Background: an optimization exercise with open tools, aiming at small area and a short achievable clock period. Do not read the settings as production practice.
The RTL was checked by simulation tests, not by an equivalence proof against the original design.
Power and IR drop assume default switching activity.

raven:
// bbox_top
module bbox_top (
    input  logic         clk,
    input  logic         reset,
    input  logic [143:0] triangle,
    input  logic         tri_valid,
    input  logic [47:0]  screen,
    input  logic [3:0]   msaa,
    input  logic         halt,
    output logic         out_valid,
    output logic [143:0] out_triangle,
    output logic [95:0]  out_box
);
Size in the first run: about 1500 cells after synthesis, about 530 flip-flops, ~0.021 mm^2 of cells after synthesis.
export LEC_CHECK = 0
export ABC_AREA = 1
export CAP_MARGIN = 20
export CORE_MARGIN = 2
export CORE_UTILIZATION = 60
export CTS_CLUSTER_DIAMETER = 100
export CTS_CLUSTER_SIZE = 24
export SETUP_SLACK_MARGIN = 3.7
export SLEW_MARGIN = 20
create_clock -name core_clock -period 6.0 [get_ports {clk}]
standard.sh (not shown) runs the stock make flow with config.mk's settings and CLKGATE_MAP_FILE= SYNTH_SCRIPT=/design/flow/synth_recipe.tcl, a recipe that flattens the netlist after the stock synthesis.
==> flow/flow/run.sh <==
#!/bin/bash
set -o pipefail
HERE=$(pwd)
rm -rf "$HERE/scripts"
cp -r "$FLOW_HOME/scripts" "$HERE/scripts"
cp "$HERE/flow/abc_area.script" "$HERE/scripts/abc_area.script"
bash standard.sh SCRIPTS_DIR=$HERE/scripts \
    "BUFFER_PORTS_ARGS=-buffer_cell sky130_fd_sc_hd__buf_1" \
    POST_GLOBAL_PLACE_TCL=$HERE/flow/outbuf.tcl finish > standard.log 2>&1
==> flow/flow/abc_area.script <==
strash
dch
map -a
topo
stime -c
upsize -c
dnsize -c
==> flow/flow/outbuf.tcl <==
# Output port buffers: buf_1 -> buf_2
set block [ord::get_db_block]
set buf2 [[ord::get_db] findMaster sky130_fd_sc_hd__buf_2]
set n 0
foreach bt [$block getBTerms] {
  if { [$bt getIoType] != "OUTPUT" } { continue }
  set net [$bt getNet]
  if { $net == "NULL" } { continue }
  foreach it [$net getITerms] {
    set inst [$it getInst]
    if { [$it isOutputSignal] && [[$inst getMaster] getName] == "sky130_fd_sc_hd__buf_1" } {
      $inst swapMaster $buf2
      incr n
    }
  }
}
puts "outbuf.tcl: $n output port buffers made buf_2"
estimate_parasitics -placement
raven went all the way through the flow, and no timing, DRC or antenna check failed.
diff inputs: raven => delta
Settings: changing SETUP_SLACK_MARGIN from 3.7 to 4.0.
==> flow/flow/run.sh <==
#!/bin/bash
set -o pipefail
HERE=$(pwd)
bash standard.sh "BUFFER_PORTS_ARGS=-buffer_cell sky130_fd_sc_hd__buf_1" \
    POST_GLOBAL_PLACE_TCL=$HERE/flow/outbuf.tcl finish > standard.log 2>&1
removed: flow/flow/abc_area.script
## What came out
raven reports its dominant combinational cell family by area after synthesis as compound AO/OA/AOI/OAI gates while delta reports simple AND/OR/NAND/NOR gates. Changes observed in delta relative to raven: layout buffering overhead excluding clock cells shows an increase of 0.61 points, final area moved up, number of vias per cell after detailed routing went down, share of the clock period used by the worst path after layout decreased 1.5 points. For raven, the destination of the critical timing path was v1, unlike delta, where it was out_triangle[22]. delta vs raven: total stage count of the critical path down in delta.
Here is what was changed in the inputs of tundra compared with delta.
Settings: a change of SETUP_SLACK_MARGIN from 4.0 to 3.7; a change of CTS_CLUSTER_SIZE from 24 to 30.
[summary]
- tundra: full flow OK, the timing, DRC and antenna checks passed
- Comparing power spent charging and discharging nets for tundra and delta, the bigger number came from delta.
- On via count of the first global-routing pass: between tundra and delta, it ends up higher for delta.
- Relative to delta, the via density per instance measured on tundra has decreased slightly.
- Of tundra and delta, the run reporting the lower synthesis-to-finish area growth was tundra.
- Sort tundra and delta by global-route wire length before repair asc -> top: tundra
- Compare tundra and delta | count of placed standard cells in the final layout, fillers left out higher: delta
- Reported for tundra and delta, number of cell rows turned out identical to the last digit.
### tundra -> violet
Settings: CTS_CLUSTER_SIZE now 24, was 30.
--- a/flow/flow/run.sh
+++ b/flow/flow/run.sh
@@ -4 +4,5 @@
-bash standard.sh "BUFFER_PORTS_ARGS=-buffer_cell sky130_fd_sc_hd__buf_1" \
+rm -rf "$HERE/scripts"
+cp -r "$FLOW_HOME/scripts" "$HERE/scripts"
+cp "$HERE/flow/abc_area.script" "$HERE/scripts/abc_area.script"
+bash standard.sh SCRIPTS_DIR=$HERE/scripts \
+    "BUFFER_PORTS_ARGS=-buffer_cell sky130_fd_sc_hd__buf_1" \
==> flow/flow/abc_area.script (new file) <==
strash
dch
map -a
topo
stime -c
buffer -c
upsize -c
dnsize -c
==> summary.txt <==
- Across tundra and violet, the outcome is the same: a clean finish for every run.
- Compared with tundra, violet instantiates a smaller number of cells.
- violet ends up with higher clock power than tundra does.
- Relative contribution of the clock network to total power was higher in the run labelled violet.
- Compared with tundra, in violet core utilization saw an increase, minimum period implied by the final worst setup slack saw an increase, critical path arrival saw an increase.
- Diff tundra -> violet: combinational group share of total power went down by 0.7 points, via count now smaller, overall track demand over capacity in global routing lower, area share of and/or/nand/nor cells after synthesis now smaller.

## port drivers added, routing unchanged
How much do the figures lean on ideal ports? The routed layouts below were timed once more, with nothing changed but the port constraints. Step 1: set_driving_cell puts a clkbuf_16 on clk and a buf_2 on each other input, an assumption about the parent block. Step 2 moves the port delays by t, midway between the first and last clock arrival at a register: inputs arrive t later, outputs are due t later. That takes back most of the time a late clock gives input paths. Three values: no drivers, after step 1, after step 2; two values: the first two.
run	shift t [ns]	slack for setup (ns)	worst setup path at the end	worst data-port slew with drivers (ns)
raven	0.627	3.480 / 3.441 / 2.814	input to register	0.13
delta	0.635	3.568 / 3.513 / 3.228	input to register	0.11
tundra	0.607	3.591 / 3.538 / 3.144	input to register	0.10
violet	0.618	3.506 / 3.452 / 2.934	input to register	0.12
After both steps every run listed still meets setup and hold. The setup slack of raven, which loses most, moves by -0.039 ns with the drivers and by -0.666 ns with both steps.
